Context: an optimization exercise on an open-source flow, tuned for small area and few clock cycles. The choices shown serve that exercise and are no tape-out recipe.
In this exercise RTL edits were held to simulation tests only and were not proved equivalent to the original.
The flow treats the clock pin as an ideal source, which a real chip does not have.
Power and IR drop assume default switching activity.

## maple
Design image_capture_top, start of the top module:
module image_capture_top (
  input  logic         clk,
  input  logic         mem_reset,
  input  logic         trigger,
  input  logic [15:0]  height,       
  input  logic [28:0]  start_addr,   
  input  logic [25:0]  s_beat,       
  input  logic         s_valid,
  output logic         s_ready,
  output logic         frame_done,
  output logic         skipped,
  output logic         mem_wr_req,
  output logic [156:0] mem_wr_cmd,   
  input  logic         mem_wr_ack,
  output logic         frame_written
);
  localparam logic [1:0] ST_IDLE  = 2'd0;   
  localparam logic [1:0] ST_WAIT  = 2'd1;   
  localparam logic [1:0] ST_STORE = 2'd2;   
  logic [1:0]  state;
  logic [15:0] lines_left;  
  logic [1:0]  slot;        
  logic [95:0] pix;         
  logic [28:3] wr_addr;     
  logic [2:0]  addr_lo;     
  logic sof, eol;
  logic fwd;                
  logic word_free;          
  logic fire;               
  logic ack;                
  logic line_last;
  logic [15:0] lborrow;     
  logic [25:0] acarry;      
  assign sof = s_beat[1];
  assign eol = s_beat[0];
  assign ack       = mem_wr_req && mem_wr_ack;
  assign word_free = !mem_wr_req || mem_wr_ack;
  assign fwd       = (state == ST_STORE) || ((state == ST_WAIT) && sof);
  assign s_ready   = fwd ? word_free : 1'b1;
  ...
clock: 4.5 ns
lec_check: 0
abc_area: 1
cap_margin: 20
core_margin: 2
core_utilization: 50
slew_margin: 20
standard.sh (not shown) runs the stock make flow with config.mk's settings and CLKGATE_MAP_FILE= SYNTH_SCRIPT=/design/flow/synth_recipe.tcl, a recipe that flattens the netlist after the stock synthesis.
==> flow/flow/run.sh <==
#!/bin/bash
# Standard ORFS layout, with the smallest buffer on each port, a clock tree of small buffers
# (upsized after CTS where their slew is high) and one tie cell for the constant outputs.
set -euo pipefail
export BUFFER_PORTS_ARGS="-buffer_cell sky130_fd_sc_hd__buf_1"
export CTS_ARGS="-repair_clock_nets -buf_list sky130_fd_sc_hd__clkbuf_4 -dont_use_dummy_load"
export SKIP_REPAIR_TIE_FANOUT=1
export POST_CTS_TCL="$(pwd)/flow/post_cts.tcl"
bash standard.sh > flow_standard.log 2>&1
==> flow/flow/post_cts.tcl <==
estimate_parasitics -placement
set upsized 0
foreach inst [get_cells *] {
  set ref [get_property $inst ref_name]
  if {$ref != "sky130_fd_sc_hd__clkbuf_4"} { continue }
  set name [get_property $inst full_name]
  set net [get_nets -of_objects [get_pins $name/X]]
  set mx 0
  foreach p [get_pins -of_objects $net -filter "direction==input"] {
    set s [get_property $p slew_max]
    if {$s > $mx} { set mx $s }
  }
  if {$mx > 0.200} {
    replace_cell $inst sky130_fd_sc_hd__clkbuf_16
    incr upsized
  } elseif {$mx > 0.105} {
    replace_cell $inst sky130_fd_sc_hd__clkbuf_8
    incr upsized
  }
}
puts "post_cts: upsized $upsized clock buffers"
detailed_placement
check_placement -verbose
estimate_parasitics -placement
Testbench counts of maple, summed over its fixed seeds: cycles 15,331.
Input-level comparison between fjord and maple:
diff --git a/flow/flow/run.sh b/flow/flow/run.sh
--- a/flow/flow/run.sh
+++ b/flow/flow/run.sh
@@ -1,5 +1,6 @@
 #!/bin/bash
 # Standard ORFS layout, with the smallest buffer on each port, a clock tree of small buffers
-# (upsized after CTS where their slew is high) and one tie cell for the constant outputs.
+# (upsized after CTS where their slew is high), logic cells downsized after CTS where slack
+# allows, and one tie cell for the constant outputs.
 set -euo pipefail
 export BUFFER_PORTS_ARGS="-buffer_cell sky130_fd_sc_hd__buf_1"
diff --git a/flow/flow/post_cts.tcl b/flow/flow/post_cts.tcl
--- a/flow/flow/post_cts.tcl
+++ b/flow/flow/post_cts.tcl
@@ -20,5 +20,38 @@
 }
 puts "post_cts: upsized $upsized clock buffers"
+estimate_parasitics -placement
+
+set slack_margin 0.6e-9
+set slew_floor [expr {min(0.2, [sta::max_slew_check_slack_limit])}]
+set cap_floor [expr {min(0.2, [sta::max_capacitance_check_slack_limit])}]
+set lib_cells {}
+foreach lc [get_lib_cells sky130_fd_sc_hd__*] { lappend lib_cells [get_name $lc] }
+proc margins_ok {} {
+  global slack_margin slew_floor cap_floor
+  return [expr {[sta::worst_slack_cmd max] >= $slack_margin
+                && [sta::max_slew_check_slack_limit] >= $slew_floor
+                && [sta::max_capacitance_check_slack_limit] >= $cap_floor}]
+}
+set downsized 0
+foreach inst [get_cells *] {
+  set name [get_property $inst full_name]
+  set ref [get_property $inst ref_name]
+  if {![regexp {^(sky130_fd_sc_hd__[a-z0-9]+)_(\d+)$} $ref -> base drive]} { continue }
+  set kind [string range $base 16 end]
+  if {[regexp {^(df|edf|sdf|dl|conb|tap|fill|decap|clkbuf|clkinv)} $kind]} { continue }
+  foreach d {0 1 2 4} {
+    if {$d >= $drive} { break }
+    if {[lsearch -exact $lib_cells ${base}_$d] < 0} { continue }
+    replace_cell $inst ${base}_$d
+    if {[margins_ok]} {
+      incr downsized
+      break
+    }
+    replace_cell $inst $ref
+  }
+}
+puts "post_cts: downsized $downsized logic cells"
 detailed_placement
 check_placement -verbose
 estimate_parasitics -placement
+report_worst_slack
- Of fjord and maple, only fjord fails to reach the end of the flow.
- From maple to fjord, area of placed instances did not move at all.
- Diff fjord..maple | share of the yosys chip area belonging to registers | unchanged
- Comparing maple with fjord, the number of clock sinks came out essentially unchanged.
- Reported for fjord and maple, die width turned out identical to the last digit.
- [compare] base=maple new=fjord: synthesized cell count essentially unchanged; number of enable flip-flop cells after synthesis essentially unchanged; worst-case setup slack after placement essentially unchanged.
- Diff maple..fjord | number of nets in the synthesized netlist | negligible
- From fjord to maple, initial cell density of the core did not move at all.
- Status: synthesized area parity (maple, fjord)
- Between fjord and maple, the cell count after placement does not differ in any meaningful way.
### fjord -> amber
diff --git a/flow/flow/post_cts.tcl b/flow/flow/post_cts.tcl
--- a/flow/flow/post_cts.tcl
+++ b/flow/flow/post_cts.tcl
@@ -22,14 +22,13 @@
 estimate_parasitics -placement
 
-set slack_margin 0.6e-9
-set slew_floor [expr {min(0.2, [sta::max_slew_check_slack_limit])}]
-set cap_floor [expr {min(0.2, [sta::max_capacitance_check_slack_limit])}]
+set ::slack_margin 0.6e-9
+set ::slew_floor [expr {min(0.2, [sta::max_slew_check_slack_limit])}]
+set ::cap_floor [expr {min(0.2, [sta::max_capacitance_check_slack_limit])}]
 set lib_cells {}
 foreach lc [get_lib_cells sky130_fd_sc_hd__*] { lappend lib_cells [get_name $lc] }
 proc margins_ok {} {
-  global slack_margin slew_floor cap_floor
-  return [expr {[sta::worst_slack_cmd max] >= $slack_margin
-                && [sta::max_slew_check_slack_limit] >= $slew_floor
-                && [sta::max_capacitance_check_slack_limit] >= $cap_floor}]
+  return [expr {[sta::worst_slack_cmd max] >= $::slack_margin
+                && [sta::max_slew_check_slack_limit] >= $::slew_floor
+                && [sta::max_capacitance_check_slack_limit] >= $::cap_floor}]
 }
 set downsized 0
@@ -38,5 +37,5 @@
   set ref [get_property $inst ref_name]
   if {![regexp {^(sky130_fd_sc_hd__[a-z0-9]+)_(\d+)$} $ref -> base drive]} { continue }
-  set kind [string range $base 16 end]
+  set kind [string range $base 17 end]
   if {[regexp {^(df|edf|sdf|dl|conb|tap|fill|decap|clkbuf|clkinv)} $kind]} { continue }
   foreach d {0 1 2 4} {
[summary]
Summary of fjord and amber: one run falls short of a clean finish, namely fjord.
Status: fjord FAILED at clock tree synthesis (4_1_cts) (tool error)
From amber to fjord, sequential element share of the synthesized area did not move at all.
Diff fjord..amber | number of synthesized flops with an enable pin | unchanged
From amber to fjord, post-synthesis simple-gate area fraction did not move at all.
Number of different library cells in the post-synthesis netlist of amber is on par with fjord.
Modified inputs, juniper compared to amber
==> flow/flow/run.sh <==
#!/bin/bash
# Standard ORFS layout, with the smallest buffer on each port, a clock tree of small buffers
# (upsized after CTS where their slew is high) and one tie cell for the constant outputs.
set -euo pipefail
export BUFFER_PORTS_ARGS="-buffer_cell sky130_fd_sc_hd__buf_1"
export CTS_ARGS="-repair_clock_nets -buf_list sky130_fd_sc_hd__clkbuf_4 -dont_use_dummy_load"
export SKIP_REPAIR_TIE_FANOUT=1
export POST_CTS_TCL="$(pwd)/flow/post_cts.tcl"
bash standard.sh > flow_standard.log 2>&1
==> flow/flow/post_cts.tcl <==
estimate_parasitics -placement
set upsized 0
foreach inst [get_cells *] {
  set ref [get_property $inst ref_name]
  if {$ref != "sky130_fd_sc_hd__clkbuf_4"} { continue }
  set name [get_property $inst full_name]
  set net [get_nets -of_objects [get_pins $name/X]]
  set mx 0
  foreach p [get_pins -of_objects $net -filter "direction==input"] {
    set s [get_property $p slew_max]
    if {$s > $mx} { set mx $s }
  }
  if {$mx > 0.200} {
    replace_cell $inst sky130_fd_sc_hd__clkbuf_16
    incr upsized
  } elseif {$mx > 0.105} {
    replace_cell $inst sky130_fd_sc_hd__clkbuf_8
    incr upsized
  }
}
puts "post_cts: upsized $upsized clock buffers"
detailed_placement
check_placement -verbose
estimate_parasitics -placement
diff --git a/flow/config.mk b/flow/config.mk
--- a/flow/config.mk
+++ b/flow/config.mk
@@ -6,5 +6,4 @@
 export NUM_CORES = 4
 export LEC_CHECK = 0
-export ABC_AREA = 1
 export CAP_MARGIN = 20
 export CORE_MARGIN = 2
--- outcome ---
- Across juniper and amber, the outcome is the same: a clean finish for every run.
- Layout cell share with drive strength beyond 1 for juniper: 1.6 points up relative to amber
- In juniper relative to amber, internal power component had gone up slightly.
- amber → juniper: number of nets with antenna violations after detailed routing has remained practically unchanged; power in combinational cells has increased; number of instances in the placed design has remained practically unchanged.
- The hold slack in juniper sits 6.2 ps above the value recorded for amber.
- juniper vs. amber: met2 wire length now larger; post-layout net count comparable; tap cell count higher.
Setup changes, juniper to garnet
==> flow/flow/run.sh <==
#!/bin/bash
# Standard ORFS layout, with: the logic re-mapped for area after floorplan; the smallest buffer on
# each port; a clock tree of small buffers (upsized after CTS where their slew is high); logic
# cells downsized after CTS where slack allows; and one tie cell for the constant outputs.
set -euo pipefail
export BUFFER_PORTS_ARGS="-buffer_cell sky130_fd_sc_hd__buf_1"
export CTS_ARGS="-repair_clock_nets -buf_list sky130_fd_sc_hd__clkbuf_4 -dont_use_dummy_load"
export SKIP_REPAIR_TIE_FANOUT=1
export RESTRUCTURE_DIR="$(pwd)/restructure"
export POST_FLOORPLAN_TCL="$(pwd)/flow/post_floorplan.tcl"
export POST_CTS_TCL="$(pwd)/flow/post_cts.tcl"
bash standard.sh > flow_standard.log 2>&1
diff --git a/flow/flow/post_cts.tcl b/flow/flow/post_cts.tcl
--- a/flow/flow/post_cts.tcl
+++ b/flow/flow/post_cts.tcl
@@ -20,5 +20,37 @@
 }
 puts "post_cts: upsized $upsized clock buffers"
+estimate_parasitics -placement
+
+set ::slack_margin 0.6e-9
+set ::slew_floor [expr {min(0.2, [sta::max_slew_check_slack_limit])}]
+set ::cap_floor [expr {min(0.2, [sta::max_capacitance_check_slack_limit])}]
+set lib_cells {}
+foreach lc [get_lib_cells sky130_fd_sc_hd__*] { lappend lib_cells [get_name $lc] }
+proc margins_ok {} {
+  return [expr {[sta::worst_slack_cmd max] >= $::slack_margin
+                && [sta::max_slew_check_slack_limit] >= $::slew_floor
+                && [sta::max_capacitance_check_slack_limit] >= $::cap_floor}]
+}
+set downsized 0
+foreach inst [get_cells *] {
+  set name [get_property $inst full_name]
+  set ref [get_property $inst ref_name]
+  if {![regexp {^(sky130_fd_sc_hd__[a-z0-9]+)_(\d+)$} $ref -> base drive]} { continue }
+  set kind [string range $base 17 end]
+  if {[regexp {^(df|edf|sdf|dl|conb|tap|fill|decap|clkbuf|clkinv)} $kind]} { continue }
+  foreach d {0 1 2 4} {
+    if {$d >= $drive} { break }
+    if {[lsearch -exact $lib_cells ${base}_$d] < 0} { continue }
+    replace_cell $inst ${base}_$d
+    if {[margins_ok]} {
+      incr downsized
+      break
+    }
+    replace_cell $inst $ref
+  }
+}
+puts "post_cts: downsized $downsized logic cells"
 detailed_placement
 check_placement -verbose
 estimate_parasitics -placement
+report_worst_slack
==> flow/flow/post_floorplan.tcl (new file) <==
# After floorplan: re-map the logic between the registers for area with OpenROAD's restructure
# (ABC on the combinational logic only; registers and ports are left as synthesis made them).
file mkdir $::env(RESTRUCTURE_DIR)
set lib [lindex $::env(LIB_FILES) 0]
report_design_area
restructure -target area -liberty_file $lib \
  -tielo_port sky130_fd_sc_hd__conb_1/LO -tiehi_port sky130_fd_sc_hd__conb_1/HI \
  -work_dir $::env(RESTRUCTURE_DIR) -abc_logfile $::env(RESTRUCTURE_DIR)/abc.log
report_design_area
diff --git a/flow/config.mk b/flow/config.mk
--- a/flow/config.mk
+++ b/flow/config.mk
@@ -6,4 +6,5 @@
 export NUM_CORES = 4
 export LEC_CHECK = 0
+export ABC_AREA = 1
 export CAP_MARGIN = 20
 export CORE_MARGIN = 2
[summary]
Slowest cell on the critical path: sky130_fd_sc_hd__or4_1 -> juniper, sky130_fd_sc_hd__nor3_1 -> garnet. Sort juniper and garnet by met3 usage, descending, and garnet comes first. garnet against juniper: number of nets in the final layout went down by 1.6%; pre-CTS worst setup slack went down by 1120 ps; cell area after synthesis went down by 3.6%; fraction of final layout cells sized beyond drive strength 1 went down by 1.6 points. Worst path setup slack after routing was lower in garnet than in juniper. Re number of signal-net inverters in the final layout: juniper and garnet aren't equal, and the higher value belongs to garnet. Footprint of the multi-input gates was lower in garnet than in juniper. Summary of garnet over juniper: met1 layer usage reported by global route decreased by 3.0 points relative to the old numbers, hold slack decreased by 14 ps relative to the old numbers, share of total power in sequential cells increased by 0.5 points relative to the old numbers.
Modified inputs, zinc compared to garnet
==> flow/flow/merge_ties.tcl (new file) <==
# Drive every constant net from one tie cell per polarity, as the flow does without restructure:
# move the loads and ports of each other tie cell's nets to the first, then remove the rest.
set block [ord::get_db_block]
set ties {}
foreach inst [$block getInsts] {
  if {[[$inst getMaster] getName] == "sky130_fd_sc_hd__conb_1"} { lappend ties $inst }
}
array unset keepnet
foreach t $ties {
  foreach pin {HI LO} {
    set it [$t findITerm $pin]
    set n [$it getNet]
    if {$n == "NULL"} { continue }
    if {![info exists keepnet($pin)]} { set keepnet($pin) $n; continue }
    foreach bt [$n getBTerms] { $bt disconnect; $bt connect $keepnet($pin) }
    foreach lit [$n getITerms] {
      if {[$lit getInst] != $t} { $lit disconnect; $lit connect $keepnet($pin) }
    }
    $it disconnect
    odb::dbNet_destroy $n
  }
}
set removed 0
foreach t $ties {
  set used 0
  foreach pin {HI LO} { if {[[$t findITerm $pin] getNet] != "NULL"} { set used 1 } }
  if {!$used} { odb::dbInst_destroy $t; incr removed }
}
puts "merge_ties: [llength $ties] tie cells, removed $removed"
diff --git a/flow/flow/post_floorplan.tcl b/flow/flow/post_floorplan.tcl
--- a/flow/flow/post_floorplan.tcl
+++ b/flow/flow/post_floorplan.tcl
@@ -8,2 +8,4 @@
   -work_dir $::env(RESTRUCTURE_DIR) -abc_logfile $::env(RESTRUCTURE_DIR)/abc.log
 report_design_area
+source [file join [file dirname [info script]] merge_ties.tcl]
+report_design_area
[summary]
- Comparing final critical-path setup slack for zinc and garnet, the bigger number came from zinc.
- Share of the cycle needed by the critical path after routing: higher on garnet
- Sort zinc and garnet by insertion delay to the later sink of the worst-skew pair, descending, and zinc comes first.
- garnet has a higher final worst hold slack than zinc.
- Post-layout minimum cycle time (higher): garnet
- NOTE: placed standard-cell area in zinc falls short of that of garnet
- Routed wire length: zinc and garnet compared, higher one is zinc
- zinc vs garnet, critical path depth went down by 4.
- Diff garnet -> zinc: final design instance area without fill dropped 2.1%; total power dropped 0.018 mW; max-slew headroom at the worst pin dropped 18 points.

==> port drivers added, routing unchanged <==
How much do the figures lean on ideal ports? The routed layouts below were timed once more, with nothing changed but the port constraints.
Step 1 assumes that a clkbuf_16 drives the clock port and a buf_2 every other input.
Step 2 also shifts input and output timing later by t, the mid clock arrival at the registers, as if the neighbouring blocks saw the same clock.
a / b / c = ideal ports / drivers / drivers and shift; a / b = the first two.
run	t (ns)	slack for setup (ns)	hold slack, ns	worst slew at a driven data input, ns
maple	0.382	1.666 / 1.681 / 1.299	0.419 / 0.419 / 0.419	0.06
amber	0.382	0.534 / 0.549 / 0.167	0.419 / 0.419 / 0.419	0.06
juniper	0.389	1.808 / 1.824 / 1.435	0.425 / 0.406 / 0.431	0.05
garnet	0.392	0.642 / 0.657 / 0.265	0.411 / 0.403 / 0.443	0.05
zinc	0.416	0.719 / 0.729 / 0.313	0.373 / 0.362 / 0.420	0.07
After both steps setup and hold are still met in every run listed. For zinc, which loses most, drivers alone change the setup slack by +0.010 ns; drivers and shift together by -0.406 ns.
